Context: an optimization exercise on an open-source flow, tuned for small area and a short achievable clock period. The choices shown serve that exercise and are no tape-out recipe. Where RTL was checked, it was by simulation tests only, not by an equivalence proof against the original. Function not checked in run 1: the RTL went through the layout flow alone. Power figures rest on the tool's default switching activity, not on a simulated workload.

File: design/flow/config.mk
export PLATFORM = sky130hd
export DESIGN_NAME = dmem_responder
export DESIGN_NICKNAME = dmem_responder
export VERILOG_FILES = /design/flow/design.v
export SDC_FILE = /design/flow/constraint.sdc
export NUM_CORES = 4
export LEC_CHECK = 0
export ABC_CLOCK_PERIOD_IN_PS = 2000
export CAP_MARGIN = 20
export CORE_MARGIN = 2
export CORE_UTILIZATION = 70
export PLACE_DENSITY = 0.8
export SETUP_SLACK_MARGIN = 2.3
export SLEW_MARGIN = 20
File: design/flow/constraint.sdc
create_clock -name core_clock -period 4.4 [get_ports {clk}]
set_input_delay 0.8800 -clock core_clock [delete_from_list [all_inputs] [get_ports {clk}]]
set_output_delay 0.8800 -clock core_clock [all_outputs]
set_load 0.01 [all_outputs]
File: design/flow/design.v
package dmem_pkg;
  localparam logic [15:0] RAM_REGION = 16'h1001;
  localparam logic [15:0] IO_REGION  = 16'h1003;
endpackage
module dmem_ram #(
  parameter int Nloc  = 64,
  parameter int Dbits = 32
) (
  input  logic                      clk,
  input  logic [Nloc/4-1:0]         ins_sel,
  input  logic [Nloc/4-1:0]         ins_keep,
  input  logic [Dbits-1:0]          wdata,
  input  logic [Nloc/2-1:0]         rd_sel,
  output logic [Dbits-1:0]          rdata
);
  logic [Nloc-1:0][Dbits-1:0] ring;
  always_ff @(posedge clk) begin
    for (int i = 0; i < Nloc; i++) begin
      if (i % 4 == 0) begin
        ring[i] <= (ring[(i + Nloc - 1) % Nloc] & {Dbits{ins_keep[i / 4]}})
                 | (wdata & {Dbits{ins_sel[i / 4]}});
      end else begin
        ring[i] <= ring[(i + Nloc - 1) % Nloc];
      end
    end
  end
  always_comb begin
    rdata = '0;
    for (int j = 0; j < Nloc / 2; j++) begin
      rdata = rdata | (ring[2 * j] & {Dbits{rd_sel[j]}});
    end
  end
endmodule
module dmem_responder #(
  parameter int          Nloc        = 64,
  parameter int          Dbits       = 32,
  parameter logic [31:0] RAM_BASE    = {dmem_pkg::RAM_REGION, 16'h0000},
  parameter logic [31:0] IO_BASE     = {dmem_pkg::IO_REGION, 16'h0000}
) (
  input  logic             clk,
  input  logic             reset,
  input  logic             mem_req,
  input  logic             mem_wr,
  input  logic [Dbits-1:0] mem_addr,
  input  logic [Dbits-1:0] mem_writedata,
  output logic [Dbits-1:0] mem_readdata,
  output logic             stall,
  output logic [15:0]      led,
  output logic [Dbits-1:0] cycle_count
);
  localparam int AW = $clog2(Nloc);
  logic c1_q, c2_q, c3_q;
  logic idle;
  logic             wr_q;
  logic             ram_q, led_sel_q, cnt_sel_q;
  logic [AW-1:0]    sqn_q;
  logic [Nloc/2-1:0] tsel_q;
  logic [AW-1:0]    s1;
  logic [Dbits-1:0] wdata_q;
  logic [AW-1:0]    ph_q;
  logic             pv_q;
  logic [AW-1:0]    pnext_q;
  logic [Dbits-1:0] pdata_q;
  logic [Nloc/4-1:0] ins_q;
  logic [Nloc/4-1:0] keep_q;
  logic [Nloc/4-1:0] ins_d;
  logic             pv_d;
  logic [AW-1:0]    pnext_d;
  logic [15:0]      led_q;
  logic [Dbits-1:0] cyc_q;
  logic             is_ram, is_led, is_cnt;
  logic             commit;
  logic             ins_now;
  logic [Dbits-1:0] tap_data;
  logic             byp;
  logic [Dbits-1:0] io_val;
  logic [Dbits-1:0] ram_val;
  logic             hold1;
  logic [Dbits-1:0] rdata_q;
  assign idle   = !(c1_q || c2_q || c3_q);
  assign s1     = mem_addr[AW+1:2] + ph_q;
  assign is_ram = (mem_addr[31:16] == RAM_BASE[31:16]);
  assign is_led = (mem_addr[31:16] == IO_BASE[31:16]) && (mem_addr[15:2] == 14'd0);
  assign is_cnt = (mem_addr[31:16] == IO_BASE[31:16]) && (mem_addr[15:2] == 14'd1);
  assign commit  = c3_q && mem_req && wr_q;
  assign ins_now = pv_q && (pnext_q[1:0] == 2'd0);
  assign pv_d    = (commit && ram_q) || (pv_q && !ins_now);
  assign pnext_d = ((commit && ram_q) ? sqn_q : pnext_q) + 1'b1;
  assign ins_d   = (pv_d && (pnext_d[1:0] == 2'd0)) ? (Nloc/4)'(1) << pnext_d[AW-1:2] : '0;
  dmem_ram #(
    .Nloc  (Nloc),
    .Dbits (Dbits)
  ) u_ram (
    .clk     (clk),
    .ins_sel (ins_q),
    .ins_keep(keep_q),
    .wdata   (pdata_q),
    .rd_sel  (tsel_q),
    .rdata   (tap_data)
  );
  assign byp = pv_q && (pnext_q == sqn_q);
  always_comb begin
    io_val = '0;
    if (led_sel_q) begin
      io_val = {{(Dbits-16){1'b0}}, led_q};
    end else if (cnt_sel_q) begin
      io_val = cyc_q;
    end
  end
  assign ram_val = byp ? pdata_q : tap_data;
  assign hold1 = c1_q && !wr_q && sqn_q[0];
  always_ff @(posedge clk or posedge reset) begin
    if (reset) begin
      c1_q <= 1'b0;
      c2_q <= 1'b0;
      c3_q <= 1'b0;
    end else begin
      c1_q <= idle && mem_req;
      c2_q <= c1_q && mem_req;
      c3_q <= c2_q && mem_req;
    end
  end
  always_ff @(posedge clk) begin
    ph_q <= ph_q + 1'b1;
    if (idle) begin
      wr_q      <= mem_wr;
      ram_q     <= is_ram;
      led_sel_q <= is_led;
      cnt_sel_q <= is_cnt;
      sqn_q     <= s1;
    end else begin
      sqn_q     <= sqn_q + 1'b1;
    end
    tsel_q <= (Nloc/2)'(1) << (idle ? s1[AW-1:1] : sqn_q[AW-1:1]);
    if (idle) begin
      wdata_q <= mem_writedata;
    end else if (hold1) begin
      wdata_q <= ram_val;
    end
    rdata_q <= !ram_q ? io_val : (sqn_q[0] ? ram_val : wdata_q);
    pv_q    <= pv_d;
    pnext_q <= pnext_d;
    ins_q   <= ins_d;
    keep_q  <= ~ins_d;
    if (commit && ram_q) begin
      pdata_q <= wdata_q;
    end
  end
  always_ff @(posedge clk or posedge reset) begin
    if (reset) begin
      led_q <= '0;
    end else if (commit && led_sel_q) begin
      led_q <= wdata_q[15:0];
    end
  end
  always_ff @(posedge clk or posedge reset) begin
    if (reset) begin
      cyc_q <= '0;
    end else begin
      cyc_q <= cyc_q + 1'b1;
    end
  end
  assign stall        = mem_req && !c3_q && !reset;
  assign mem_readdata = rdata_q;
  assign led          = led_q;
  assign cycle_count  = cyc_q;
endmodule
File: design/flow/flow/run.sh
#!/bin/bash
# Standard layout with port buffers made of plain buffers, free resizing, and a
# clock tree of clkbuf_16 trunks and clkbuf_8 leaves without dummy loads.
set -euo pipefail
CTS="-sink_clustering_enable -repair_clock_nets -sink_clustering_size 20 -sink_clustering_max_diameter 50"
CTS="$CTS -buf_list {sky130_fd_sc_hd__clkbuf_8 sky130_fd_sc_hd__clkbuf_16} -root_buf sky130_fd_sc_hd__clkbuf_16"
CTS="$CTS -sink_clustering_buffer sky130_fd_sc_hd__clkbuf_8 -dont_use_dummy_load"
bash standard.sh 'BUFFER_PORTS_ARGS=-buffer_cell sky130_fd_sc_hd__buf_2' MATCH_CELL_FOOTPRINT=0 "CTS_ARGS=$CTS" finish > run_make.log 2>&1
File: design/flow/standard.sh
#!/bin/bash
# synth_recipe.tcl (not shown) runs the flow's synth.tcl, then flattens the netlist and writes it again
# the make line also repeats each setting of config.mk as NAME=value (left out here)
make -C /OpenROAD-flow-scripts/flow DESIGN_CONFIG=/design/flow/config.mk WORK_HOME=/design/flow/orfs CLKGATE_MAP_FILE= SYNTH_SCRIPT=/design/flow/synth_recipe.tcl "${@:-finish}"
==> results by group, run 1 <==
STA
  • Final Hold Fails: 0
  • Slew Limit Headroom: 15.96%
  • Worst setup margin: 1901 ps
  • Final setup viols: 0
  • Fin. max-slew vios: 0
  • FMAX: 400.2 MHz
  • Final TNS setup: 0 ps
  • RSZ-0062 raised after global routing: yes
  • Setup Skew: 62.78 ps
  • Final cycle utilization of the critical path: 56.79%
  • Final min period: 2499 ps
  • Worst slew pin tran: 1261 ps

Routing
  • Initial DRT Pass Iterations: 8
  • Final ANT Viol Nets: 0
  • Via count: 41,090
  • Final wirelength: around 200,000 um
  • WL/cell: ~35 um
  • DRC: 0
  • Vias per inst: 7.152
  • Detailed Route Iter0 Violations: 6,949

Logic synthesis
  • Simple-Gate Fraction of Synth Area: 3.992%
  • Cell area after synthesis: between 60,000 and 70,000 um2
  • Syn nets: between 4,000 and 5,000
  • Yosys warnings: 2
  • Avg Cell Area, Syn: 14.03 um2
  • Yosys cell types: 54
  • Post-Synth XOR/XNOR Area: less than 1%
  • Mux cell area share after synthesis: 0.4510%
  • Combinational family with the most area after synthesis: compound AO/OA/AOI/OAI gates
  • Register bit total from synthesis: between 2,000 and 2,500
  • Post-synthesis sequential area ratio: 77.08%
  • Ys flop type: dfxtp_1
  • Synth Area in Compound Gates: 15.52%
  • Adder-cell area share of the yosys netlist: 0.2400%
  • Cells after Synth: roughly 4,300
  • Async SR Flop Fraction: 2.235%
  • EDFF count, synth: 68

Clock tree
  • CTS Buf Count: 143
  • Skew-Pair Late Insertion Delay: 750 ps
  • TritonCTS clock tree: built
  • Max Root-Sink Buffers: 3
  • H-tree Lvls: 4
  • CTS root buffer: clkbuf_16
  • Clock-pin transition on the worst setup and hold timing paths: about 120 ps
  • CTS sink cnt: 2,282

Die
  • Die width: approximately 300 um
  • I/O Pins: ~150
  • Core box area: 85,410 um2
  • Row count: 107
  • Total die area: 88,770 um2
  • Initial Util: 70.81%
  • Die Height: 298.0 um

Placed design
  • Gpl congestion: just under 0.9
  • DP Wirelength: 108,600 um
  • Setup WS pre-CTS: 1284 ps
  • Placed Area: 62,690 um2
  • Buffers on Ports: 146

Cells and area
  • Area growth from synthesis to layout: 12.63%
  • Fillers: 4,624
  • Final #Nets: around 4,700
  • Fraction of layout cells with a size suffix above 1: 18.84%
  • Core Util, Final: around 80%
  • Post-route cell area: 68,130 um2

Worst setup path
  • Critical Path Sink Type: flip-flop
  • R2r startpoint: c3_q$_DFF_PP0_
  • Worst stage delay on the critical path: 430 ps
  • Critical Path RT: 5030 ps
  • FF-to-FF path depth: 14
  • Most common cell type on the critical path: buf_6
  • Setup slack, reg-to-reg: about 1900 ps
  • Critical Path AT: 3130 ps
  • Crit-path slowest cell: dfrtp_2
  • Worst reg2reg path endpoint: ins_q[1]$_DFF_P_
  • CP max FO: 4
  • Crit-path cells: buf_6, buf_6, nand4_1, buf_6, clkinv_16, nand2_4, and2_4, inv_4, ha_4, a311oi_2, a211o_1, buf_4, nand2_1, nor2_1
  • Worst Setup Path Type: flip-flop to flip-flop
  • Critical Path Start Type: flip-flop

Flow run
  • Max Cap Viol: 0

GRT
  • Initial antenna violation count: 6
  • Global-route wire length before repair: 272,000 um
  • Largest net degree at the start of global routing: 65
  • Vias in the first global route: 38,570
  • All-Layer GR Usage: 43.12%
  • GRT overflow: 0

Status
  • Status: finished clean

Power and ir drop
  • Peak supply drop: 438.9 uV
  • Lkg Pwr: 0.02640 uW
  • Pwr/cell area: 485.9 nW/um2

Hold path
  • HP Class: input port to asynchronous set/reset pin
-- per-layer routing --
layer	global-route usage, %	wire (um)	vias to the layer above
met1	56.87	71030	20120
met2	62.48	86280	3869
li1	-	-	16210
met5	0	80	-
met3	14.25	30830	894
met4	25.19	14220	4
-- synthesized netlist by cell type (7+ instances only) --
cell type  count  area, um2
edfxtp_1      68       2042
a222oi_1      32      320.3
dfxtp_1     2163      43300
mux2_2        18      202.7
dfrtp_1       51       1276
o211ai_1      16      120.1
xor2_1        15      131.4
nand2_1       98      367.9
and3_1         9      56.30
nand4_1      143      894.6
o21ai_1       16      80.08
ha_1          10      125.1
inv_1         14      52.55
nor4_1        44      275.3
nor3_1        31      155.2
o21ai_0       71      355.3
nand3_1       28      140.1
and2_1        38      237.7
clkbuf_1     287       1077
nor2_1        31      116.4
xnor2_1       36      315.3
mux2i_1        7      70.07
a22oi_1      512       3844
a22o_1       512       4484
buf_2          8      40.04
-- registers in the layout, summed over array words and instances (netlist names), 16 cells and up --
name        cells
u_ram.ring   2048
pdata_q        32
cyc_q          32
ins_q          16
wdata_q        32
led_q          16
rdata_q        32
tsel_q         32
keep_q         16
-- placed cells by master (no fill, tap or decap), types with 8 or more instances in the layout --
| cell type | instances |
|---|---|
| dfxtp_4 | 34 |
| o21ai_0 | 68 |
| buf_2 | 107 |
| buf_6 | 69 |
| mux2_2 | 18 |
| xnor2_1 | 35 |
| clkbuf_16 | 18 |
| inv_1 | 8 |
| nand3_1 | 26 |
| dfrtp_2 | 22 |
| buf_4 | 223 |
| a22oi_1 | 483 |
| nor4_2 | 15 |
| edfxtp_1 | 68 |
| nand2_1 | 86 |
| dfxtp_1 | 2075 |
| a222oi_1 | 32 |
| buf_12 | 32 |
| nand4_1 | 143 |
| o21ai_1 | 18 |
| dfxtp_2 | 54 |
| nor2_1 | 23 |
| xor2_1 | 14 |
| and3_1 | 9 |
| a22o_1 | 512 |
| dfrtp_1 | 29 |
| clkbuf_8 | 126 |
| and2_1 | 36 |
| a22oi_2 | 29 |
| o211ai_1 | 16 |
| nor3_2 | 21 |
| nor4_4 | 22 |
-- what timing repair did --
item                                    CTS  global route
setup buffers                           124            69
cloned                                    4             2
gates resized for setup                 208           132
hold buffers                              0             0
endpoints found under the setup margin  202           209
pin swaps                                39            50
-- stage by stage --
| stage | hold slack (ps) | total power, uW | cells |
|---|---|---|---|
| 6_report | 232.5 | 33100 | 5746 |
| 5_1_grt | 251.6 | 33720 | 5741 |
| 3_5_place_dp | 312.1 | 23440 | 5398 |
| 4_1_cts | 301.0 | 32410 | 5669 |
| 2_1_floorplan | 309.6 | 22730 | 4310 |
| 3_3_place_gp | 309.7 | 23400 | 5396 |
-- layout make-up --
| type | instances | area [um2] | share of cell area, % |
|---|---|---|---|
| sequential | 2282 | 46840 | 68.76 |
| multi-input combinational | 1716 | 13770 | 20.21 |
| timing repair buffer | 439 | 3795 | 5.570 |
| clock buffer | 143 | 2160 | 3.170 |
| tap | 1144 | 1431 | 2.101 |
| inverter | 15 | 95.09 | 0.1396 |
| timing repair inverter | 2 | 22.52 | 0.03306 |
| antenna | 5 | 12.51 | 0.01837 |
-- power by group --
part | switching, uW | internal (uW) | total [uW]
Combinational | 1340 | 752 | 2100
Clock | 6060 | 3300 | 9350
Sequential | 399 | 21300 | 21700
Total | 7800 | 25300 | 33100
-- critical path: cells and delay by family (launching register included) --
kind / cells / cell delay, ps
buffers and inverters: 6 / 700
and+or+nand+nor: 5 / 590
AOI/OAI and AO/OA: 2 / 540
DFF: 1 / 430
adders and majority gates: 1 / 170
-- cells by family (layout without fill, tap and decap cells) --
group / count (synthesis) / count (layout)
flops: 2282 / 2282
compound gates: 1181 / 1181
simple gates: 445 / 448
buf+inv: 315 / 599
xor+xnor: 51 / 51
mux: 25 / 25
fa+ha+maj: 11 / 11
other cells: 0 / 5
-- worst max path at each step --
stage                         from                 to  cells after the start
finish              c3_q$_DFF_PP0_   ins_q[1]$_DFF_P_                     14
global route        c3_q$_DFF_PP0_  ins_q[11]$_DFF_P_                     14
detailed placement         mem_req  keep_q[8]$_DFF_P_                     13
CTS                 c3_q$_DFF_PP0_              stall                      2
floorplan                  mem_req  ins_q[14]$_DFF_P_                     11
global placement           mem_req   ins_q[6]$_DFF_P_                     13
==> inputs of run 2 (changes only) <==
--- a/design/flow/design.v
+++ b/design/flow/design.v
@@ -64,6 +64,11 @@
   logic [Nloc/4-1:0] ins_q;
   logic [Nloc/4-1:0] keep_q;
   logic [Nloc/4-1:0] ins_d;
+  logic [Nloc/4-1:0] ins_new;
+  logic [Nloc/4-1:0] ins_old;
+  logic [AW-1:0]    sq1;
+  logic [AW-1:0]    pn1;
+  logic             commit_ram;
   logic             pv_d;
   logic [AW-1:0]    pnext_d;
   logic [15:0]      led_q;
@@ -83,10 +88,15 @@
   assign is_led = (mem_addr[31:16] == IO_BASE[31:16]) && (mem_addr[15:2] == 14'd0);
   assign is_cnt = (mem_addr[31:16] == IO_BASE[31:16]) && (mem_addr[15:2] == 14'd1);
   assign commit  = c3_q && mem_req && wr_q;
+  assign commit_ram = commit && ram_q;
   assign ins_now = pv_q && (pnext_q[1:0] == 2'd0);
-  assign pv_d    = (commit && ram_q) || (pv_q && !ins_now);
-  assign pnext_d = ((commit && ram_q) ? sqn_q : pnext_q) + 1'b1;
-  assign ins_d   = (pv_d && (pnext_d[1:0] == 2'd0)) ? (Nloc/4)'(1) << pnext_d[AW-1:2] : '0;
+  assign pv_d    = commit_ram || (pv_q && !ins_now);
+  assign sq1     = sqn_q + 1'b1;
+  assign pn1     = pnext_q + 1'b1;
+  assign pnext_d = commit_ram ? sq1 : pn1;
+  assign ins_new = (sq1[1:0] == 2'd0) ? (Nloc/4)'(1) << sq1[AW-1:2] : '0;
+  assign ins_old = (pv_q && !ins_now && (pn1[1:0] == 2'd0)) ? (Nloc/4)'(1) << pn1[AW-1:2] : '0;
+  assign ins_d   = commit_ram ? ins_new : ins_old;
   dmem_ram #(
     .Nloc  (Nloc),
     .Dbits (Dbits)
@@ -142,7 +152,7 @@
     pnext_q <= pnext_d;
     ins_q   <= ins_d;
     keep_q  <= ~ins_d;
-    if (commit && ram_q) begin
+    if (commit_ram) begin
       pdata_q <= wdata_q;
     end
   end
==> design/flow/flow/run.sh (replaced) <==
#!/bin/bash
# Standard layout with port buffers made of plain buffers, free resizing, and a
# clock tree of clkbuf_16 trunks and clkbuf_8 leaves without dummy loads.
set -euo pipefail
CTS="-sink_clustering_enable -repair_clock_nets -sink_clustering_size 16 -sink_clustering_max_diameter 50"
CTS="$CTS -buf_list {sky130_fd_sc_hd__clkbuf_8 sky130_fd_sc_hd__clkbuf_16} -root_buf sky130_fd_sc_hd__clkbuf_16"
CTS="$CTS -sink_clustering_buffer sky130_fd_sc_hd__clkbuf_8 -dont_use_dummy_load"
bash standard.sh 'BUFFER_PORTS_ARGS=-buffer_cell sky130_fd_sc_hd__buf_2' MATCH_CELL_FOOTPRINT=0 "CTS_ARGS=$CTS" finish > run_make.log 2>&1
--- a/design/flow/config.mk
+++ b/design/flow/config.mk
@@ -8,7 +8,7 @@
 export ABC_CLOCK_PERIOD_IN_PS = 2000
 export CAP_MARGIN = 20
 export CORE_MARGIN = 2
-export CORE_UTILIZATION = 70
-export PLACE_DENSITY = 0.8
-export SETUP_SLACK_MARGIN = 2.3
+export CORE_UTILIZATION = 65
+export PLACE_DENSITY = 0.75
+export SETUP_SLACK_MARGIN = 2.2
 export SLEW_MARGIN = 20
==> run 2 against run 1 <==
Synthesized cell count is 1.1% higher; synthesized area is 0.75% higher; cell count grew 2.0%; routed wire length down 2.6%; global-route usage shrank 3.1 points; first-iteration DRC count shrank 9.8%; register-to-register slack improved by 240 ps; core utilization fell by 6.9 points; total power grew 1.7%; combinational power is 5% lower; critical path depth decreased by 12; setup slack improved by 150 ps; largest cell class unchanged.
==> results by group, run 2 <==
Cells and area
  • Core Util, Final: between 70 and 80%
  • Final #Nets: 4,687
  • Max reg flops: 2,048
  • Largest Register: u_ram.ring
  • Fraction of layout cells with a size suffix above 1: 16.70%
  • Area growth from synthesis to layout: 11.33%
  • Fillers: 5,995
  • Most common cell after layout, fill and taps aside: dfxtp_1
  • Most frequent cells in the layout: 2,096 x dfxtp_1, 512 x a22o_1, 504 x a22oi_1

Logic synthesis
  • Yosys cell types: 55
  • Post-synthesis sequential area ratio: 76.50%
  • Register bit total from synthesis: 2,282
  • Commonest cells in the netlist: 2,163 x dfxtp_1, 512 x a22o_1, 512 x a22oi_1
  • Async SR Flop Fraction: around 2.2%
  • Area leader, netlist: dfxtp_1
  • Avg Cell Area, Syn: between 10 and 15 um2
  • Cell area after synthesis: about 61,000 um2
  • Top cell type's share of synthesized area: approximately 71%
  • Syn nets: 4,438
  • Yosys warnings: 2
  • Ys flop type: dfxtp_1
  • Cells after Synth: 4,357
  • Largest cells by area after synthesis: dfxtp_1 71%, a22o_1 7.4%, a22oi_1 6.3%, edfxtp_1 3.4%, dfrtp_1 2.1%
  • EDFF count, synth: 68
  • Most common cell in the netlist: dfxtp_1

STA
  • Final min period: between 2000 and 2500 ps
  • Final setup viols: 0
  • Worst slew pin tran: 1187 ps
  • Final TNS setup: 0 ps
  • RSZ-0062 raised after global routing: yes
  • Worst setup margin: between 2000 and 2500 ps
  • Slew Limit Headroom: 20.88%
  • Final Hold Fails: 0
  • Final cycle utilization of the critical path: between 50% and 60%
  • Setup Skew: 64.96 ps
  • Hold slack: 298.2 ps
  • Fin. max-slew vios: 0
  • FMAX: 426.3 MHz

Die
  • Initial Util: 65.49%
  • Die Height: 310.2 um
  • Die width: 310.2 um
  • Core box area: 93,050 um2
  • Row count: 112
  • Total die area: 96,210 um2
  • I/O Pins: approximately 150

Hold path
  • Hold depth: 0
  • HP Class: flip-flop to flip-flop

GRT
  • Global-route wire length before repair: 271,000 um
  • Vias in the first global route: 38,220
  • Largest net degree at the start of global routing: 66
  • GRT overflow: 0
  • All-Layer GR Usage: 40.02%
  • Initial antenna violation count: 9

Worst setup path
  • Stages on worst setup path: 2
  • Crit-path cells: nor3b_2, buf_2
  • CP delay by family, top: flip-flops
  • CP bufs+invs: 1
  • Worst stage delay on the critical path: 420 ps
  • Critical path origin: c3_q$_DFF_PP0_
  • CP max FO: 2
  • Crit-path slowest cell: dfrtp_1
  • Critical Path Sink Type: output pin
  • Setup slack, reg-to-reg: 2140 ps
  • R2r startpoint: tsel_q[30]$_SDFF_PN0_
  • Worst Setup Path Type: flip-flop to output pin
  • Critical Path Start Type: flip-flop
  • FF-to-FF path depth: 6
  • Worst reg2reg path endpoint: wdata_q[9]$_DFFE_PP_
  • Critical Path RT: 3520 ps
  • CP endpoint: stall
  • Critical Path AT: 1470 ps

Routing
  • DRC: 0
  • Routed length on met2: 83,900 um
  • Met1 Routed Length: about 75,000 um
  • Detailed Route Iter0 Violations: 6,266
  • Initial DRT Pass Iterations: 9
  • Final wirelength: 197,100 um
  • WL/cell: 33.62 um
  • Vias per inst: 6.838
  • Final ANT Viol Nets: 0
  • WL met3: 27,270 um
  • Via count: 40,090
  • Uppermost layer routed: met5

Clock tree
  • TritonCTS clock tree: built
  • CTS sink cnt: 2,282
  • Max Root-Sink Buffers: 3
  • CTS Buf Count: roughly 170
  • Clock-pin transition on the worst setup and hold timing paths: 90 ps
  • CTS root buffer: clkbuf_16
  • Skew-Pair Late Insertion Delay: 760 ps
  • H-tree Lvls: 4
  • CTS Hold Bufs: 0

Power and ir drop
  • Clk pwr share: 29.7%
  • Switch Pwr: 7951 uW
  • Internal Power: 25,710 uW
  • Combinational fraction of design power: 5.9%
  • Peak supply drop: approximately 390 uV
  • Pwr/cell area: between 400 and 500 nW/um2
  • Power share of the sequential group: 64.4%
  • Sw Ratio: 23.62%
  • Lkg Pwr: 0.02636 uW

Placed design
  • Gpl congestion: ~0.9
  • Buffers on Ports: 146
  • DP Wirelength: 108,900 um
  • Setup WS pre-CTS: around 1400 ps

Status
  • Status: finished clean

Flow run
  • Max Cap Viol: 0
[run 2: timing repair]
action                                 in CTS  in global routing
cloned                                      2                  3
buffers inserted                           89                 50
pin swaps                                  20                 16
endpoints found under the hold margin       0                  0
setup endpoints to repair                 181                168
resized for setup                         164                 62
[run 2: worst min path at each step]
stage,endpoint,slack (ps),startpoint
final,u_ram.ring[986]$_DFF_P_,300,u_ram.ring[954]$_DFF_P_
after global routing,wr_q$_DFFE_PP_,300,mem_wr
after CTS,wr_q$_DFFE_PP_,280,mem_wr
after detailed placement,u_ram.ring[1246]$_DFF_P_,310,u_ram.ring[1214]$_DFF_P_
after global placement,u_ram.ring[576]$_DFF_P_,310,u_ram.ring[544]$_DFF_P_
after floorplan,u_ram.ring[1088]$_DFF_P_,310,u_ram.ring[1056]$_DFF_P_
[run 2: logic make-up after synthesis]
group	share of synthesized area [%]
flops	76.50
compound gates	15.61
simple gates	4.464
buf+inv	2.061
xor+xnor	0.7885
mux	0.2957
fa+ha+maj	0.2792
[run 2: per-stage QoR]
step | total power (uW) | cell area [um2] | cells
after CTS | 33320 | 67020 | 5804
after global placement | 23660 | 63020 | 5545
after floorplan | 22910 | 61060 | 4357
after detailed placement | 23700 | 63020 | 5545
final | 33660 | 67840 | 5862
after global routing | 34460 | 67830 | 5858
[run 2: power by group through the flow]
stage / clock network, uW / logic [uW] / registers [uW]
2_1_floorplan: 0 / 953 / 22000
3_3_place_gp: 0 / 1410 / 22200
5_1_grt: 10700 / 2060 / 21700
3_5_place_dp: 0 / 1440 / 22300
4_1_cts: 9930 / 1690 / 21700
6_report: 9990 / 2000 / 21700
[run 2: final cells by class]
cell class	instances	area, um2	area share, %
flip-flops and latches	2282	46800	68.99
multi-input cells	1753	13780	20.32
repair buffers	386	3110	4.585
clock buffers	168	2504	3.691
well taps	1254	1569	2.313
inverters	15	65.06	0.09591
diodes	4	10.01	0.01475
[run 2: routing by layer]
layer  GRT usage, %  up-vias
met3          12.37      690
met4          19.23        9
met5         0.7078        -
met2          58.45     3225
li1               -    16340
met1          54.49    19820
==> inputs of run 3 (changes only) <==
--- a/design/flow/design.v
+++ b/design/flow/design.v
@@ -50,6 +50,7 @@
 );
   localparam int AW = $clog2(Nloc);
   logic c1_q, c2_q, c3_q;
+  logic nd_q;
   logic idle;
   logic             wr_q;
   logic             ram_q, led_sel_q, cnt_sel_q;
@@ -121,6 +122,13 @@
   assign hold1 = c1_q && !wr_q && sqn_q[0];
   always_ff @(posedge clk or posedge reset) begin
     if (reset) begin
+      nd_q <= 1'b1;
+    end else begin
+      nd_q <= !(c2_q && mem_req);
+    end
+  end
+  always_ff @(posedge clk or posedge reset) begin
+    if (reset) begin
       c1_q <= 1'b0;
       c2_q <= 1'b0;
       c3_q <= 1'b0;
@@ -170,7 +178,7 @@
       cyc_q <= cyc_q + 1'b1;
     end
   end
-  assign stall        = mem_req && !c3_q && !reset;
+  assign stall        = mem_req && nd_q && !reset;
   assign mem_readdata = rdata_q;
   assign led          = led_q;
   assign cycle_count  = cyc_q;
==> run 3 against run 2 <==
Synthesized area hardly changed; clock-buffer cell count is 2 lower; hold slack better by 1.6 ps; routed wire length is 1.4% higher; still clean on timing, DRC and antenna; non-clock buffer count is 17 higher; sequential share of layout area is 0.16 points lower.
==> results by group, run 3 <==
Die
  • Initial Util: 65.48%
  • Core box area: 93,050 um2
  • Die Height: 310.2 um
  • Total die area: 96,200 um2
  • Die width: slightly above 300 um
  • I/O Pins: around 150
  • Row count: 112

Logic synthesis
  • Avg Cell Area, Syn: 13.98 um2
  • Register bit total from synthesis: 2,283
  • Ys flop type: dfxtp_1
  • Top cell type's share of synthesized area: about 70%
  • Area leader, netlist: dfxtp_1
  • Yosys warnings: 2
  • Cell area after synthesis: about 60,000 um2
  • Commonest cells in the netlist: 2,163 x dfxtp_1, 512 x a22o_1, 512 x a22oi_1
  • Yosys cell types: 56
  • Largest cells by area after synthesis: dfxtp_1 71%, a22o_1 7.4%, a22oi_1 6.3%, edfxtp_1 3.4%, dfrtp_1 2.1%
  • Most common cell in the netlist: dfxtp_1
  • Cells after Synth: 4,358
  • Syn nets: 4,439
  • Async SR Flop Fraction: 2.278%
  • EDFF count, synth: 68
  • Post-synthesis sequential area ratio: 76.56%

Worst setup path
  • Critical path origin: nd_q$_DFF_PP1_
  • CP max FO: 1
  • Critical Path AT: 1510 ps
  • Critical Path Start Type: flip-flop
  • Worst reg2reg path endpoint: wdata_q[12]$_DFFE_PP_
  • Worst Setup Path Type: flip-flop to output pin
  • Setup slack, reg-to-reg: 2180 ps
  • FF-to-FF path depth: 8
  • Critical Path Sink Type: output pin
  • R2r startpoint: tsel_q[3]$_SDFF_PP0_
  • Critical Path RT: 3520 ps

Clock tree
  • CTS sink cnt: 2,283
  • H-tree Lvls: 4
  • Skew-Pair Late Insertion Delay: ~750 ps
  • CTS root buffer: clkbuf_16
  • CTS Hold Bufs: 0
  • Clock-pin transition on the worst setup and hold timing paths: 100 ps
  • CTS Buf Count: 166
  • TritonCTS clock tree: built
  • Max Root-Sink Buffers: 3

GRT
  • Largest net degree at the start of global routing: 84
  • Vias in the first global route: 38,480
  • Initial antenna violation count: 7
  • Global-route wire length before repair: between 200,000 and 300,000 um
  • GRT overflow: 0
  • All-Layer GR Usage: 40.67%

STA
  • Slew Limit Headroom: roughly a quarter
  • Final setup viols: 0
  • Fin. max-slew vios: 0
  • Worst setup margin: 2005 ps
  • Worst slew pin tran: 1147 ps
  • Final cycle utilization of the critical path: 54.43%
  • Final Hold Fails: 0
  • Setup Skew: about 85 ps
  • RSZ-0062 raised after global routing: yes
  • FMAX: around 420 MHz
  • Final min period: 2395 ps
  • Final TNS setup: 0 ps

Routing
  • Final ANT Viol Nets: 0
  • Vias per inst: 6.834
  • Final wirelength: 199,900 um
  • Initial DRT Pass Iterations: 6
  • WL/cell: 33.99 um
  • Via count: ~40,000
  • Detailed Route Iter0 Violations: 5,932
  • DRC: 0

Placed design
  • Gpl congestion: 0.8910
  • Buffers on Ports: 146
  • DP Wirelength: 110,900 um
  • Setup WS pre-CTS: 1399 ps

Cells and area
  • Largest Register: u_ram.ring
  • Most common cell after layout, fill and taps aside: dfxtp_1
  • Fillers: 6,029
  • Fraction of layout cells with a size suffix above 1: around 17%
  • Most frequent cells in the layout: 2,094 x dfxtp_1, 512 x a22o_1, 500 x a22oi_1
  • Area growth from synthesis to layout: 11.70%
  • Final #Nets: 4,703
  • Max reg flops: 2,048

Flow run
  • Max Cap Viol: 0

Power and ir drop
  • Peak supply drop: 347.6 uV
  • Lkg Pwr: between 0.02 and 0.03 uW
  • Pwr/cell area: 494.6 nW/um2

Status
  • Status: finished clean

Hold path
  • Hold path start: u_ram.ring[1086]$_DFF_P_
  • HP Class: flip-flop to flip-flop
  • Endpoint of the worst hold path: u_ram.ring[1118]$_DFF_P_
  • Hold depth: 0
run 3: cell type report:
class / count / area, um2 / area share (%)
antenna: 6 / 15.01 / 0.02206
multi-input combinational: 1752 / 13740 / 20.18
timing repair buffer: 403 / 3352 / 4.925
sequential: 2283 / 46840 / 68.83
tap: 1254 / 1569 / 2.305
inverter: 16 / 67.56 / 0.09928
clock buffer: 166 / 2476 / 3.638
run 3: repair_timing:
action,CTS,global route
gates cloned,2,5
buffers inserted,107,43
pin swaps,17,29
endpoints found under the setup margin,173,181
resized for setup,133,71
run 3: worst max path at each step:
stage / to / slack (ps) / cells past startpoint
floorplan: stall / 1520 / 2
finish: stall / 2010 / 2
global placement: tsel_q[18]$_SDFF_PN0_ / 1390 / 7
detailed placement: wdata_q[10]$_DFFE_PP_ / 1400 / 6
global route: stall / 1960 / 2
CTS: stall / 1980 / 2
run 3: logic make-up (layout without fill, tap and decap cells):
| logic type | count (synthesis) | count (layout) | synth area share (%) |
|---|---|---|---|
| buffers and inverters | 326 | 585 | 2.113 |
| DFF | 2283 | 2283 | 76.56 |
| other | 0 | 6 | 0 |
| adders and majority gates | 13 | 13 | 0.2793 |
| xor gates and xnor gates | 54 | 54 | 0.7762 |
| AOI/OAI and AO/OA | 1176 | 1177 | 15.56 |
| and+or+nand+nor | 490 | 492 | 4.417 |
| muxes | 16 | 16 | 0.2957 |
run 3: report_power, final:
part | internal (uW) | switching (uW) | leakage, uW
sequential | 21300 | 445 | 0.0188
clock | 3750 | 6190 | 0.00128
combinational | 680 | 1330 | 0.00630
total | 25700 | 7970 | 0.0264
run 3: routing by layer:
layer  part of all wire [%]  up-vias  global-route usage [%]
met5                  0.015        -                 0.05056
met4                    6.0        4                   21.86
met3                     13      746                   11.36
met2                     43     3209                   59.64
met1                     38    19840                   55.06
li1                       -    16380                       -
run 3: worst max-delay path, stage by stage (launching register included):
cell and delay, ps:
dfstp_2 520, and3_4 170, buf_6 100
run 3: per-stage QoR:
stage               total power (uW)  cells  util, %  hold slack (ps)  instance area (um2)
floorplan                      22930   4358        -            309.6                61130
global placement               23680   5551    67.81            309.5                63100
detailed placement             23720   5551    67.82            312.1                63100
CTS                            33300   5826    72.23            293.0                67210
global route                   34440   5874    73.13            302.8                68040
finish                         33660   5880    73.14            299.8                68060
==> inputs of run 4 (changes only) <==
==> design/flow/flow/run.sh (replaced) <==
#!/bin/bash
# Standard layout with port buffers made of plain buffers, free resizing, and a
# clock tree of clkbuf_16 trunks and clkbuf_8 leaves without dummy loads.
set -euo pipefail
CTS="-sink_clustering_enable -repair_clock_nets -sink_clustering_size 14 -sink_clustering_max_diameter 50"
CTS="$CTS -buf_list {sky130_fd_sc_hd__clkbuf_8 sky130_fd_sc_hd__clkbuf_16} -root_buf sky130_fd_sc_hd__clkbuf_16"
CTS="$CTS -sink_clustering_buffer sky130_fd_sc_hd__clkbuf_8 -dont_use_dummy_load"
bash standard.sh 'BUFFER_PORTS_ARGS=-buffer_cell sky130_fd_sc_hd__buf_2' MATCH_CELL_FOOTPRINT=0 "CTS_ARGS=$CTS" finish > run_make.log 2>&1
--- a/design/flow/config.mk
+++ b/design/flow/config.mk
@@ -8,7 +8,7 @@
 export ABC_CLOCK_PERIOD_IN_PS = 2000
 export CAP_MARGIN = 20
 export CORE_MARGIN = 2
-export CORE_UTILIZATION = 65
-export PLACE_DENSITY = 0.75
-export SETUP_SLACK_MARGIN = 2.2
+export CORE_UTILIZATION = 70
+export PLACE_DENSITY = 0.8
+export SETUP_SLACK_MARGIN = 2.25
 export SLEW_MARGIN = 20
==> run 4 against run 3 <==
Non-clock buffer count increased by 32; via count rose by 4.2%; design area up 1.5%; clock-buffer cell count up 17; core utilization rose by 6.8 points; register-to-register slack lost 20 ps; setup slack worse by 6.5 ps; sequential power hardly changed.
==> results by group, run 4 <==
Status
  • Status: finished clean

Logic synthesis
  • Area leader, netlist: dfxtp_1
  • Post-synthesis sequential area ratio: 76.56%
  • Most common cell in the netlist: dfxtp_1
  • Avg Cell Area, Syn: between 10 and 15 um2
  • Yosys warnings: 2
  • Register bit total from synthesis: approximately 2,300
  • Commonest cells in the netlist: 2,163 x dfxtp_1, 512 x a22o_1, 512 x a22oi_1
  • Largest cells by area after synthesis: dfxtp_1 71%, a22o_1 7.4%, a22oi_1 6.3%, edfxtp_1 3.4%, dfrtp_1 2.1%
  • Cell area after synthesis: ~61,000 um2
  • EDFF count, synth: 68
  • Cells after Synth: 4,358
  • Syn nets: 4,439
  • Top cell type's share of synthesized area: 71.07%
  • Async SR Flop Fraction: 2.278%
  • Ys flop type: dfxtp_1
  • Yosys cell types: 56

Worst setup path
  • Crit-path slowest cell: dfstp_2
  • CP bufs+invs: 1
  • Critical Path Start Type: flip-flop
  • Crit-path cells: and3_4, buf_6
  • CP delay by family, top: flip-flops
  • Setup slack, reg-to-reg: 2160 ps
  • Critical Path AT: 1520 ps
  • Worst Setup Path Type: flip-flop to output pin
  • CP max FO: 1
  • Critical Path Sink Type: output pin
  • Critical Path RT: 3520 ps
  • Worst stage delay on the critical path: 520 ps

GRT
  • GRT overflow: 0
  • Global-route wire length before repair: approximately 280,000 um
  • All-Layer GR Usage: 43.85%
  • Vias in the first global route: between 30,000 and 40,000
  • Initial antenna violation count: 16
  • Largest net degree at the start of global routing: 73

STA
  • Setup Skew: around 81 ps
  • Fin. max-slew vios: 0
  • Worst setup margin: 1999 ps
  • Final Hold Fails: 0
  • Final cycle utilization of the critical path: 54.57%
  • Final min period: 2401 ps
  • Final TNS setup: 0 ps
  • Worst slew pin tran: 1155 ps
  • Slew Limit Headroom: ~23%
  • RSZ-0062 raised after global routing: yes
  • Final setup viols: 0
  • FMAX: 416.4 MHz

Placed design
  • Gpl congestion: ~0.89
  • DP Wirelength: 108,200 um
  • Buffers on Ports: 146
  • Setup WS pre-CTS: between 1000 and 1500 ps

Routing
  • Initial DRT Pass Iterations: 6
  • Via count: 41,880
  • WL/cell: ~36 um
  • Final ANT Viol Nets: 0
  • DRC: 0
  • Detailed Route Iter0 Violations: around 7,500
  • Final wirelength: 209,800 um
  • Vias per inst: a little over 7

Die
  • Row count: between 100 and 150
  • I/O Pins: 149
  • Die Height: between 200 and 300 um
  • Die width: 299.0 um
  • Total die area: 89,420 um2
  • Initial Util: 70.45%
  • Core box area: 86,480 um2

Power and ir drop
  • Peak supply drop: 445.9 uV
  • Lkg Pwr: 0.02685 uW
  • Pwr/cell area: 497.5 nW/um2

Clock tree
  • CTS sink cnt: 2,283
  • CTS Hold Bufs: 0
  • CTS Buf Count: 183
  • H-tree Lvls: 4
  • Skew-Pair Late Insertion Delay: a little under 800 ps
  • TritonCTS clock tree: built
  • Max Root-Sink Buffers: 3
  • Clock-pin transition on the worst setup and hold timing paths: approximately 90 ps
  • CTS root buffer: clkbuf_16

Cells and area
  • Most common cell after layout, fill and taps aside: dfxtp_1
  • Max reg flops: 2,048
  • Area growth from synthesis to layout: 13.42%
  • Final #Nets: 4,751
  • Fraction of layout cells with a size suffix above 1: 19.32%
  • Most frequent cells in the layout: 2,088 x dfxtp_1, 512 x a22o_1, 472 x a22oi_1
  • Largest Register: u_ram.ring

Flow run
  • Max Cap Viol: 0

Hold path
  • HP Class: flip-flop to flip-flop
[run 4: cell types whose count changed in the layout (fill, tap and decap cells not counted), sizes merged]
cell,change
buf,+20
clkbuf,+29
nand3,+1
or3,-2
diode,+3
[run 4: worst register-to-register path, cell delays in order (launching register included)]
cell and delay [ps]:
dfxtp_4 430, buf_6 180, clkbuf_16 220, a22oi_1 220, nand4_1 140, nor4_2 300, buf_4 230, nand3_1 110
o221a_2 160
[run 4: logic make-up after synthesis]
kind of cell / after synthesis / synth area share (%)
AOI/OAI and AO/OA: 1176 / 15.56
xor gates and xnor gates: 54 / 0.7762
adders and majority gates: 13 / 0.2793
buffers and inverters: 326 / 2.113
DFF: 2283 / 76.56
muxes: 16 / 0.2957
and+or+nand+nor: 490 / 4.417
[run 4: power by group]
group / internal, uW / switching [uW]
registers: 21300 / 443
clock network: 4080 / 6380
logic: 753 / 1450
total: 26100 / 8270
[run 4: per-layer routing]
metal	track usage [%]	share of wire, %	vias to the layer above
li1	-	-	16490
met1	56.26	35	20340
met2	64.10	42	3992
met3	16.94	16	1047
met4	24.44	7.4	12
met5	0	0.056	-
[run 4: final cells by class]
type | instances | area, um2
flip-flops and latches | 2283 | 46830
fillers | 4640 | 17380
multi-input cells | 1751 | 14040
repair buffers | 435 | 3991
clock buffers | 183 | 2710
well taps | 1155 | 1445
inverters | 16 | 67.56
diodes | 9 | 22.52
[run 4: repair_timing]
action / in CTS / in global routing
buffers inserted: 114 / 59
pin swaps: 22 / 53
gates resized for setup: 201 / 129
cloned: 4 / 15
hold endpoints to repair: 0 / 0
setup endpoints to repair: 232 / 175
[run 4: metrics by stage]
step | hold slack [ps] | cell area (um2) | instances | power [uW] | utilization [%]
2_1_floorplan | 309.6 | 61130 | 4358 | 22930 | -
3_3_place_gp | 309.6 | 62940 | 5446 | 23660 | 72.77
3_5_place_dp | 312.1 | 62970 | 5448 | 23710 | 72.82
4_1_cts | 303.4 | 67630 | 5749 | 33710 | 78.20
5_1_grt | 313.4 | 69090 | 5825 | 35080 | 79.89
6_report | 298.7 | 69110 | 5832 | 34380 | 79.91
[run 4: final timing paths]
path / start / to / cells after the start
max in group asynchronous: reset / cyc_q[7]$_DFF_PP0_ / 3
min: u_ram.ring[806]$_DFF_P_ / u_ram.ring[838]$_DFF_P_ / 0
min in group asynchronous: reset / led_q[9]$_DFFE_PP0P_ / 3
max reg2reg: tsel_q[1]$_SDFF_PP0_ / wdata_q[14]$_DFFE_PP_ / 8
min reg2reg: u_ram.ring[806]$_DFF_P_ / u_ram.ring[838]$_DFF_P_ / 0
max: nd_q$_DFF_PP1_ / stall / 2
==> inputs of run 5 (changes only) <==
--- a/design/flow/design.v
+++ b/design/flow/design.v
@@ -50,7 +50,6 @@
 );
   localparam int AW = $clog2(Nloc);
   logic c1_q, c2_q, c3_q;
-  logic nd_q;
   logic idle;
   logic             wr_q;
   logic             ram_q, led_sel_q, cnt_sel_q;
@@ -80,8 +79,9 @@
   logic [Dbits-1:0] tap_data;
   logic             byp;
   logic [Dbits-1:0] io_val;
-  logic [Dbits-1:0] ram_val;
   logic             hold1;
+  logic             w_tap, r_tap;
+  logic [Dbits-1:0] w_alt, r_alt;
   logic [Dbits-1:0] rdata_q;
   assign idle   = !(c1_q || c2_q || c3_q);
   assign s1     = mem_addr[AW+1:2] + ph_q;
@@ -118,15 +118,11 @@
       io_val = cyc_q;
     end
   end
-  assign ram_val = byp ? pdata_q : tap_data;
+  assign w_tap   = !idle && !byp;
+  assign w_alt   = idle ? mem_writedata : pdata_q;
+  assign r_tap   = ram_q && sqn_q[0] && !byp;
+  assign r_alt   = !ram_q ? io_val : (sqn_q[0] ? pdata_q : wdata_q);
   assign hold1 = c1_q && !wr_q && sqn_q[0];
-  always_ff @(posedge clk or posedge reset) begin
-    if (reset) begin
-      nd_q <= 1'b1;
-    end else begin
-      nd_q <= !(c2_q && mem_req);
-    end
-  end
   always_ff @(posedge clk or posedge reset) begin
     if (reset) begin
       c1_q <= 1'b0;
@@ -150,12 +146,10 @@
       sqn_q     <= sqn_q + 1'b1;
     end
     tsel_q <= (Nloc/2)'(1) << (idle ? s1[AW-1:1] : sqn_q[AW-1:1]);
-    if (idle) begin
-      wdata_q <= mem_writedata;
-    end else if (hold1) begin
-      wdata_q <= ram_val;
+    if (idle || hold1) begin
+      wdata_q <= w_tap ? tap_data : w_alt;
     end
-    rdata_q <= !ram_q ? io_val : (sqn_q[0] ? ram_val : wdata_q);
+    rdata_q <= r_tap ? tap_data : r_alt;
     pv_q    <= pv_d;
     pnext_q <= pnext_d;
     ins_q   <= ins_d;
@@ -178,7 +172,7 @@
       cyc_q <= cyc_q + 1'b1;
     end
   end
-  assign stall        = mem_req && nd_q && !reset;
+  assign stall        = mem_req && !c3_q && !reset;
   assign mem_readdata = rdata_q;
   assign led          = led_q;
   assign cycle_count  = cyc_q;
==> design/flow/flow/run.sh (replaced) <==
#!/bin/bash
# Standard layout with port buffers made of plain buffers, free resizing, and a
# clock tree of clkbuf_16 trunks and clkbuf_8 leaves without dummy loads.
set -euo pipefail
CTS="-sink_clustering_enable -repair_clock_nets -sink_clustering_size 16 -sink_clustering_max_diameter 50"
CTS="$CTS -buf_list {sky130_fd_sc_hd__clkbuf_8 sky130_fd_sc_hd__clkbuf_16} -root_buf sky130_fd_sc_hd__clkbuf_16"
CTS="$CTS -sink_clustering_buffer sky130_fd_sc_hd__clkbuf_8 -dont_use_dummy_load"
bash standard.sh 'BUFFER_PORTS_ARGS=-buffer_cell sky130_fd_sc_hd__buf_2' MATCH_CELL_FOOTPRINT=0 "CTS_ARGS=$CTS" finish > run_make.log 2>&1
--- a/design/flow/config.mk
+++ b/design/flow/config.mk
@@ -8,7 +8,7 @@
 export ABC_CLOCK_PERIOD_IN_PS = 2000
 export CAP_MARGIN = 20
 export CORE_MARGIN = 2
-export CORE_UTILIZATION = 70
-export PLACE_DENSITY = 0.8
-export SETUP_SLACK_MARGIN = 2.25
+export CORE_UTILIZATION = 65
+export PLACE_DENSITY = 0.75
+export SETUP_SLACK_MARGIN = 2.2
 export SLEW_MARGIN = 20
==> run 5 against run 4 <==
Sequential power about the same; still clean on timing, DRC and antenna; sequential share of layout area rose by 1.5 points; design area fell by 2.3%; hold slack got worse by 94 ps; core utilization fell by 7.4 points; total power down 2.8%; flip-flop and latch count down 1; largest power group unchanged; combinational power fell by 15%; clock-buffer cell count decreased by 18; setup slack better by 52 ps; cell count grew 0.29%; largest cell class unchanged.
==> results by group, run 5 <==
Logic synthesis
  • Syn nets: roughly 4,400
  • Simple-Gate Fraction of Synth Area: 3.680%
  • Post-Synth XOR/XNOR Area: less than 1%
  • Combinational family with the most area after synthesis: compound AO/OA/AOI/OAI gates
  • Yosys cell types: 50
  • Adder-cell area share of the yosys netlist: less than 1%
  • Commonest cells in the netlist: 2,163 x dfxtp_1, 528 x a22o_1, 528 x a22oi_1
  • Area leader, netlist: dfxtp_1
  • Largest cells by area after synthesis: dfxtp_1 71%, a22o_1 7.6%, a22oi_1 6.5%, edfxtp_1 3.3%, dfrtp_1 2.1%
  • EDFF count, synth: 68
  • Ys flop type: dfxtp_1
  • Cell area after synthesis: 60,990 um2
  • Synth Area in Compound Gates: 15.42%
  • Top cell type's share of synthesized area: 70.99%
  • Register bit total from synthesis: 2,282
  • Cells after Synth: 4,339
  • Async SR Flop Fraction: 2.235%
  • Most common cell in the netlist: dfxtp_1
  • Post-synthesis sequential area ratio: 76.43%
  • Avg Cell Area, Syn: about 14 um2
  • Mux cell area share after synthesis: 1.411%
  • Yosys warnings: 2

Worst setup path
  • Critical Path AT: 1470 ps
  • CP max FO: 2
  • Critical Path RT: 3520 ps
  • Critical Path Start Type: flip-flop
  • Critical Path Sink Type: output pin
  • Crit-path slowest cell: dfrtp_1
  • Crit-path cells: nor3b_2, buf_2
  • CP bufs+invs: 1
  • Worst Setup Path Type: flip-flop to output pin
  • Worst stage delay on the critical path: approximately 430 ps
  • CP delay by family, top: flip-flops

Cells and area
  • Fillers: 6,109
  • Register area: 46,790 um2
  • Area growth from synthesis to layout: 10.71%
  • Most common cell after layout, fill and taps aside: dfxtp_1
  • Footprint of the multi-input gates: 13,760 um2
  • Largest Register: u_ram.ring
  • Fraction of layout cells with a size suffix above 1: ~16%
  • Max reg flops: 2,048
  • Post-route cell area: 67,530 um2
  • Non-filler cells in the finished layout: 5,849
  • Most frequent cells in the layout: 2,096 x dfxtp_1, 528 x a22o_1, 524 x a22oi_1
  • Final #Nets: 4,675

Power and ir drop
  • Combinational fraction of design power: 5.6%
  • Switch Pwr: 7839 uW
  • Power share of the sequential group: 64.9%
  • Clk pwr share: 29.5%
  • Sw Ratio: 23.45%
  • Peak supply drop: 448.8 uV
  • Internal Power: around 26,000 uW
  • Lkg Pwr: 0.02643 uW
  • Pwr/cell area: 495.0 nW/um2

Placed design
  • Buffers on Ports: 146
  • Gpl congestion: a little under 0.9
  • Setup WS pre-CTS: 1408 ps
  • DP Wirelength: ~110,000 um
  • Placed Area: 63,300 um2
  • Dpl cells: 5,547

STA
  • FMAX: 425.7 MHz
  • Final TNS setup: 0 ps
  • Fin. max-slew vios: 0
  • Final Hold Fails: 0
  • Setup Skew: 64.09 ps
  • RSZ-0062 raised after global routing: yes
  • Final setup viols: 0
  • Final cycle utilization of the critical path: 53.39%
  • Final min period: 2349 ps
  • Slew Limit Headroom: ~15%
  • Worst setup margin: just over 2000 ps
  • Worst slew pin tran: 1275 ps

Routing
  • WL/cell: around 33 um
  • Detailed Route Iter0 Violations: between 5,000 and 6,000
  • Final ANT Viol Nets: 0
  • DRC: 0
  • Final wirelength: 195,400 um
  • Vias per inst: 6.755
  • Via count: a little under 40,000
  • Initial DRT Pass Iterations: 7

Clock tree
  • Skew-Pair Late Insertion Delay: approximately 760 ps
  • Clock-pin transition on the worst setup and hold timing paths: about 100 ps
  • H-tree Lvls: 4
  • CTS Buf Count: 165
  • Max Root-Sink Buffers: 3
  • CTS root buffer: clkbuf_16
  • CTS sink cnt: ~2,300
  • TritonCTS clock tree: built

GRT
  • Initial antenna violation count: 3
  • Vias in the first global route: 37,580
  • All-Layer GR Usage: 39.35%
  • GRT overflow: 0
  • Global-route wire length before repair: 265,400 um
  • Largest net degree at the start of global routing: 65

Die
  • Total die area: between 90,000 and 100,000 um2
  • Die width: 310.3 um
  • Initial Util: 65.45%
  • Core box area: around 93,000 um2
  • Die Height: between 300 and 400 um
  • I/O Pins: about 150
  • Row count: 112

Flow run
  • Max Cap Viol: 0

Hold path
  • HP Class: input port to asynchronous set/reset pin

Status
  • Status: finished clean
[run 5: logic make-up (layout without fill, tap and decap cells)]
kind of cell             Yosys count  in the layout
AND/OR/NAND/NOR                  399            403
AO/OA/AOI/OAI                   1193           1193
adder cells (fa/ha/maj)           13             13
multiplexers                      80             80
XOR/XNOR                          55             55
other                              0              3
buffers and inverters            317            566
flip-flops                      2282           2282
[run 5: stage by stage]
stage	hold slack, ps	total power, uW	utilization [%]
after floorplan	309.6	22880	-
after global placement	309.8	23680	67.92
after detailed placement	312.1	23710	67.92
after CTS	185.9	33160	71.74
after global routing	237.3	34210	72.45
final	204.3	33430	72.46
[run 5: layout make-up]
class	instances	share of cell area, %
clock buffers	165	3.646
inverters	16	0.09450
diodes	3	0.01112
well taps	1254	2.324
repair buffers	385	4.254
flip-flops and latches	2282	69.29
multi-input cells	1744	20.38
[run 5: final timing paths]
path	slack [ps]	start	to	depth (start not counted)
max	2050	c3_q$_DFF_PP0_	stall	2
max reg2reg	2170	c3_q$_DFF_PP0_	tsel_q[15]$_SDFF_PP0_	8
min in group core_clock	290	u_ram.ring[1205]$_DFF_P_	u_ram.ring[1237]$_DFF_P_	0
min	200	reset	c1_q$_DFF_PP0_	2
max in group asynchronous	3300	reset	cyc_q[8]$_DFF_PP0_	3
min reg2reg	290	u_ram.ring[1205]$_DFF_P_	u_ram.ring[1237]$_DFF_P_	0
[run 5: power groups by stage]
| stage | Clock [uW] | Sequential, uW | Combinational, uW |
|---|---|---|---|
| after floorplan | 0 | 21900 | 955 |
| after global placement | 0 | 22200 | 1440 |
| after detailed placement | 0 | 22200 | 1460 |
| after CTS | 9820 | 21700 | 1620 |
| after global routing | 10600 | 21700 | 1940 |
| final | 9860 | 21700 | 1870 |
[run 5: what timing repair did]
item                                    4_1_cts  5_1_grt
endpoints found under the hold margin         0        0
pin swaps                                    13       17
hold buffers                                  0        0
buffers inserted                             76       53
resized for setup                            98       37
gates cloned                                  1        3
endpoints found under the setup margin      223      100
[run 5: routing by layer]
layer | global-route usage, % | part of all wire (%) | up-vias
met5 | 0 | 0 | -
met4 | 24.84 | 6.9 | 0
met3 | 9.638 | 12 | 687
met2 | 57.55 | 43 | 2934
met1 | 52.78 | 38 | 19660
li1 | - | - | 16230
==> inputs of run 6 (changes only) <==
--- a/design/flow/config.mk
+++ b/design/flow/config.mk
@@ -8,7 +8,7 @@
 export ABC_CLOCK_PERIOD_IN_PS = 2000
 export CAP_MARGIN = 20
 export CORE_MARGIN = 2
-export CORE_UTILIZATION = 65
-export PLACE_DENSITY = 0.75
-export SETUP_SLACK_MARGIN = 2.2
+export CORE_UTILIZATION = 60
+export PLACE_DENSITY = 0.7
+export SETUP_SLACK_MARGIN = 2.15
 export SLEW_MARGIN = 20
==> run 6 against run 5 <==
Still clean; synthesized area unchanged; first-iteration DRC count decreased by 11%; sequential power about the same; non-clock buffer count is 56 lower; clock skew increased by 5.5 ps; critical path depth did not move; maximum frequency increased by 2.4%; global-route usage is 2.4 points lower; routed wire length is 0.44% higher; setup slack better by 55 ps; largest cell class unchanged.
==> results by group, run 6 <==
Status
  • Status: finished clean

Routing
  • Vias per inst: 6.588
  • DRC: 0
  • Final wirelength: 196,300 um
  • Uppermost layer routed: met5
  • Routed length on met2: 85,860 um
  • Final ANT Viol Nets: 0
  • Via count: 38,840
  • Detailed Route Iter0 Violations: 5,110
  • WL/cell: 33.29 um
  • WL met3: between 20,000 and 25,000 um
  • Met1 Routed Length: 78,640 um
  • Initial DRT Pass Iterations: 7

Placed design
  • Placed Area: 63,390 um2
  • Buffers on Ports: 146
  • Gpl congestion: ~0.86
  • DP Wirelength: 110,800 um
  • Dpl cells: 5,648

Logic synthesis
  • Register bit total from synthesis: ~2,300
  • Post-synthesis sequential area ratio: 76.43%
  • Ys flop type: dfxtp_1
  • Adder-cell area share of the yosys netlist: less than 1%
  • Post-Synth XOR/XNOR Area: less than 1%
  • Cells after Synth: 4,339
  • Synth Area in Compound Gates: between 15 and 20%
  • Async SR Flop Fraction: under 10%
  • Cell area after synthesis: 60,990 um2
  • Area leader, netlist: dfxtp_1
  • Syn nets: around 4,400
  • Yosys cell types: 50
  • Avg Cell Area, Syn: 14.06 um2
  • Top cell type's share of synthesized area: 70.99%
  • Simple-Gate Fraction of Synth Area: 3.680%
  • EDFF count, synth: 68
  • Yosys warnings: 2
  • Mux cell area share after synthesis: 1.411%
  • Commonest cells in the netlist: 2,163 x dfxtp_1, 528 x a22o_1, 528 x a22oi_1
  • Largest cells by area after synthesis: dfxtp_1 71%, a22o_1 7.6%, a22oi_1 6.5%, edfxtp_1 3.3%, dfrtp_1 2.1%
  • Most common cell in the netlist: dfxtp_1
  • Combinational family with the most area after synthesis: compound AO/OA/AOI/OAI gates

Cells and area
  • Post-route cell area: 67,200 um2
  • Most frequent cells in the layout: 2,096 x dfxtp_1, 528 x a22o_1, 526 x a22oi_1
  • Non-filler cells in the finished layout: 5,896
  • Largest Register: u_ram.ring
  • Fraction of layout cells with a size suffix above 1: 15.43%
  • Max reg flops: 2,048
  • Area growth from synthesis to layout: 10.17%
  • Most common cell after layout, fill and taps aside: dfxtp_1
  • Final #Nets: 4,620
  • Fillers: between 7,000 and 8,000

GRT
  • Global-route wire length before repair: 270,500 um
  • All-Layer GR Usage: around 37%
  • GRT overflow: 0
  • Initial antenna violation count: 2
  • Vias in the first global route: between 30,000 and 40,000
  • Largest net degree at the start of global routing: 65

Clock tree
  • Clock-pin transition on the worst setup and hold timing paths: ~80 ps
  • CTS Buf Count: 168
  • CTS root buffer: clkbuf_16
  • Skew-Pair Late Insertion Delay: 760 ps
  • H-tree Lvls: 4
  • TritonCTS clock tree: built
  • CTS sink cnt: 2,282
  • Max Root-Sink Buffers: 3

STA
  • RSZ-0062 raised after global routing: yes
  • Final min period: around 2300 ps
  • Final cycle utilization of the critical path: between 50 and 60%
  • FMAX: 435.9 MHz
  • Slew Limit Headroom: 16.50%
  • Worst slew pin tran: 1253 ps
  • Fin. max-slew vios: 0
  • Setup Skew: 69.55 ps
  • Final Hold Fails: 0
  • Final TNS setup: 0 ps
  • Final setup viols: 0
  • Hold slack: 172.1 ps

Die
  • Total die area: approximately 100,000 um2
  • Die Height: 322.8 um
  • I/O Pins: 149
  • Die width: between 300 and 400 um
  • Row count: between 100 and 150
  • Initial Util: 60.73%
  • Core box area: about 100,000 um2

Power and ir drop
  • Lkg Pwr: ~0.026 uW
  • Pwr/cell area: 497.8 nW/um2
  • Peak supply drop: 404.4 uV
  • Tot Pwr: roughly 33,000 uW

Worst setup path
  • Worst Setup Path Type: flip-flop to output pin
  • Critical Path AT: 1410 ps
  • Critical Path RT: between 3000 and 4000 ps
  • Critical Path Sink Type: output pin
  • Critical Path Start Type: flip-flop
  • CP max FO: 2

Hold path
  • HP Class: input port to asynchronous set/reset pin

Flow run
  • Max Cap Viol: 0
## run 6: cell count changes in the layout (fill, tap and decap cells not counted), moves of 5 or more
cell	before	now
buf_4	205	150
dfrtp_1	39	34
buf_6	26	14
dfrtp_2	12	17
buf_2	136	146
## run 6: logic make-up after synthesis
family,Yosys count
flip-flops,2282
buffers and inverters,317
XOR/XNOR,55
multiplexers,80
AND/OR/NAND/NOR,399
adder cells (fa/ha/maj),13
AO/OA/AOI/OAI,1193
## run 6: worst max-delay path, stage by stage, from the launching register on
cell and delay, ps:
dfrtp_2 420, nor3b_2 150, buf_2 140
## run 6: final timing paths
| check | depth (start not counted) | to | slack [ps] | start |
|---|---|---|---|---|
| hold reg to reg | 0 | u_ram.ring[985]$_DFF_P_ | 300 | u_ram.ring[953]$_DFF_P_ |
| min in group core_clock | 0 | u_ram.ring[985]$_DFF_P_ | 300 | u_ram.ring[953]$_DFF_P_ |
| max in group asynchronous | 3 | cyc_q[8]$_DFF_PP0_ | 3340 | reset |
| setup / recovery | 2 | stall | 2110 | c3_q$_DFF_PP0_ |
| hold / removal | 2 | cyc_q[31]$_DFF_PP0_ | 170 | reset |
| setup reg to reg | 7 | wdata_q[16]$_DFFE_PP_ | 2150 | tsel_q[1]$_SDFF_PP0_ |
## run 6: final cells by class
cell class / count / area, um2 / share of cell area [%]
inverter: 16 / 62.56 / 0.09310
tap: 1357 / 1698 / 2.527
antenna: 2 / 5.005 / 0.007448
timing repair buffer: 329 / 2385 / 3.549
sequential: 2282 / 46790 / 69.62
clock buffer: 168 / 2504 / 3.726
multi-input combinational: 1742 / 13760 / 20.47
## run 6: timing repair
action                     4_1_cts  5_1_grt
pin swaps                       15        8
resized for setup              101       42
gates cloned                     2        0
setup buffers                   40       36
setup endpoints to repair      203       80
hold buffers                     0        0
## run 6: report_power, final
part | switching, uW | leakage (uW) | internal, uW
clock network | 6200 | 0.00130 | 3790
logic | 1190 | 0.00607 | 561
registers | 473 | 0.0188 | 21200
total | 7860 | 0.0261 | 25600
## run 6: layer usage
layer / track usage, % / vias to the layer above
li1: - / 16110
met1: 51.08 / 19630
met2: 54.71 / 2607
met3: 8.264 / 491
met4: 19.20 / 2
met5: 0 / -
## run 6: per-stage QoR
stage / worst slack (ps) / util [%]
floorplan: 1940 / -
global placement: 1395 / 63.10
detailed placement: 1355 / 63.11
CTS: 2061 / 66.41
global route: 2044 / 66.90
finish: 2106 / 66.91
==> inputs of run 7 (changes only) <==
--- a/design/flow/config.mk
+++ b/design/flow/config.mk
@@ -9,6 +9,7 @@
 export CAP_MARGIN = 20
 export CORE_MARGIN = 2
 export CORE_UTILIZATION = 60
+export GPL_TIMING_DRIVEN = 1
 export PLACE_DENSITY = 0.7
 export SETUP_SLACK_MARGIN = 2.15
 export SLEW_MARGIN = 20
==> run 7 against run 6 <==
Still clean; clock-buffer cell count unchanged; first-iteration DRC count unchanged; via count unchanged; flip-flop and latch count unchanged; critical path depth unchanged; largest cell class unchanged; largest power group unchanged; highest routed layer unchanged.
==> results by group, run 7 <==
STA
  • Slew Limit Headroom: about 16%
  • Final cycle utilization of the critical path: 52.14%
  • Worst slew pin tran: 1253 ps
  • Final setup viols: 0
  • FMAX: 435.9 MHz
  • Worst setup margin: approximately 2100 ps
  • Final TNS setup: 0 ps
  • RSZ-0062 raised after global routing: yes
  • Final Hold Fails: 0
  • Setup Skew: 69.55 ps
  • Final min period: approximately 2300 ps
  • Fin. max-slew vios: 0

Routing
  • Via count: a little under 40,000
  • Final ANT Viol Nets: 0
  • WL/cell: 33.29 um
  • Initial DRT Pass Iterations: 7
  • DRC: 0
  • Vias per inst: around 6.6
  • Final wirelength: 196,300 um
  • Detailed Route Iter0 Violations: 5,110

Die
  • Row count: 116
  • Core box area: 100,400 um2
  • Total die area: approximately 100,000 um2
  • Initial Util: 60.73%
  • Die width: 322.8 um
  • I/O Pins: 149
  • Die Height: 322.8 um

Cells and area
  • Final #Nets: roughly 4,600
  • Largest Register: u_ram.ring
  • Max reg flops: 2,048
  • Area growth from synthesis to layout: 10.17%
  • Core Util, Final: 66.91%
  • Most frequent cells in the layout: 2,096 x dfxtp_1, 528 x a22o_1, 526 x a22oi_1
  • Most common cell after layout, fill and taps aside: dfxtp_1
  • Non-filler cells in the finished layout: slightly below 6,000
  • Fraction of layout cells with a size suffix above 1: ~15%

Clock tree
  • CTS Hold Bufs: 0
  • CTS Buf Count: 168
  • CTS root buffer: clkbuf_16
  • Max Root-Sink Buffers: 3
  • CTS sink cnt: 2,282
  • Clock-pin transition on the worst setup and hold timing paths: 80 ps
  • H-tree Lvls: 4
  • TritonCTS clock tree: built
  • Skew-Pair Late Insertion Delay: ~760 ps

Logic synthesis
  • Area leader, netlist: dfxtp_1
  • Avg Cell Area, Syn: 14.06 um2
  • Top cell type's share of synthesized area: 70.99%
  • Most common cell in the netlist: dfxtp_1
  • Syn nets: 4,420
  • Cell area after synthesis: 60,990 um2
  • Ys flop type: dfxtp_1
  • EDFF count, synth: 68
  • Register bit total from synthesis: roughly 2,300
  • Async SR Flop Fraction: 2.235%
  • Largest cells by area after synthesis: dfxtp_1 71%, a22o_1 7.6%, a22oi_1 6.5%, edfxtp_1 3.3%, dfrtp_1 2.1%
  • Cells after Synth: 4,339
  • Yosys cell types: 50
  • Yosys warnings: 2
  • Commonest cells in the netlist: 2,163 x dfxtp_1, 528 x a22o_1, 528 x a22oi_1
  • Post-synthesis sequential area ratio: 76.43%

Worst setup path
  • Crit-path slowest cell: dfrtp_2
  • Critical Path AT: 1410 ps
  • Critical Path Sink Type: output pin
  • Crit-path cells: nor3b_2, buf_2
  • CP delay by family, top: flip-flops
  • Critical Path RT: around 3500 ps
  • Worst Setup Path Type: flip-flop to output pin
  • CP max FO: 2
  • Critical Path Start Type: flip-flop
  • CP bufs+invs: 1
  • Worst stage delay on the critical path: 420 ps

GRT
  • Global-route wire length before repair: ~270,000 um
  • Initial antenna violation count: 2
  • All-Layer GR Usage: 36.95%
  • Largest net degree at the start of global routing: 65
  • Vias in the first global route: roughly 37,000
  • GRT overflow: 0

Power and ir drop
  • Peak supply drop: 404.4 uV
  • Lkg Pwr: 0.02614 uW
  • Pwr/cell area: 497.8 nW/um2

Placed design
  • Setup WS pre-CTS: 1355 ps
  • Dpl cells: 5,648
  • Buffers on Ports: 146
  • DP Wirelength: 110,800 um
  • Gpl congestion: ~0.86

Hold path
  • HP Class: input port to asynchronous set/reset pin

Status
  • Status: finished clean

Flow run
  • Max Cap Viol: 0
## run 7: layout make-up
type,instances,area [um2]
antenna,2,5.005
timing repair buffer,329,2385
multi-input combinational,1742,13760
sequential,2282,46790
inverter,16,62.56
fill,7225,33240
tap,1357,1698
clock buffer,168,2504
## run 7: timing repair
action | 4_1_cts | 5_1_grt
resized for setup | 101 | 42
setup endpoints to repair | 203 | 80
pin swaps | 15 | 8
setup buffers | 40 | 36
gates cloned | 2 | 0
## run 7: cell families (layout without fill, tap and decap cells)
kind of cell | count (synthesis) | count (layout) | synth area share (%)
other | 0 | 2 | 0
AOI/OAI and AO/OA | 1193 | 1193 | 15.42
and+or+nand+nor | 399 | 401 | 3.680
muxes | 80 | 80 | 1.411
adders and majority gates | 13 | 13 | 0.2790
buffers and inverters | 317 | 513 | 1.986
DFF | 2282 | 2282 | 76.43
xor gates and xnor gates | 55 | 55 | 0.7898
## run 7: layer usage
layer,GRT usage (%),part of all wire [%],vias up
li1,-,-,16110
met5,0,0.0061,-
met1,51.08,40,19630
met3,8.264,11,491
met4,19.20,5.1,2
met2,54.71,44,2607
## run 7: power by group
group	internal (uW)	switching [uW]
sequential	21200	473
combinational	561	1190
clock	3790	6200
total	25600	7860
## run 7: stage by stage
| stage | hold WS [ps] | cell area (um2) | total power [uW] |
|---|---|---|---|
| finish | 172.1 | 67200 | 33450 |
| global placement | 309.8 | 63370 | 23700 |
| global route | 194.4 | 67190 | 34330 |
| CTS | 148.2 | 66700 | 33270 |
| floorplan | 309.6 | 61140 | 22880 |
| detailed placement | 312.1 | 63390 | 23720 |
## run 7: worst paths after layout
path	startpoint	end	slack (ps)	depth (start not counted)
min in group core_clock	u_ram.ring[953]$_DFF_P_	u_ram.ring[985]$_DFF_P_	300	0
worst max register to register	tsel_q[1]$_SDFF_PP0_	wdata_q[16]$_DFFE_PP_	2150	7
worst min register to register	u_ram.ring[953]$_DFF_P_	u_ram.ring[985]$_DFF_P_	300	0
max in group asynchronous	reset	cyc_q[8]$_DFF_PP0_	3340	3
worst min-delay path	reset	cyc_q[31]$_DFF_PP0_	170	2
worst max-delay path	c3_q$_DFF_PP0_	stall	2110	2

Setup slack of run 7, layout unchanged: 2.106 ns with ideal ports, 2.030 ns with driving cells assumed (clock clkbuf_16, inputs buf_2), 1.616 ns with port delays also shifted by the 0.806 ns mid clock arrival.
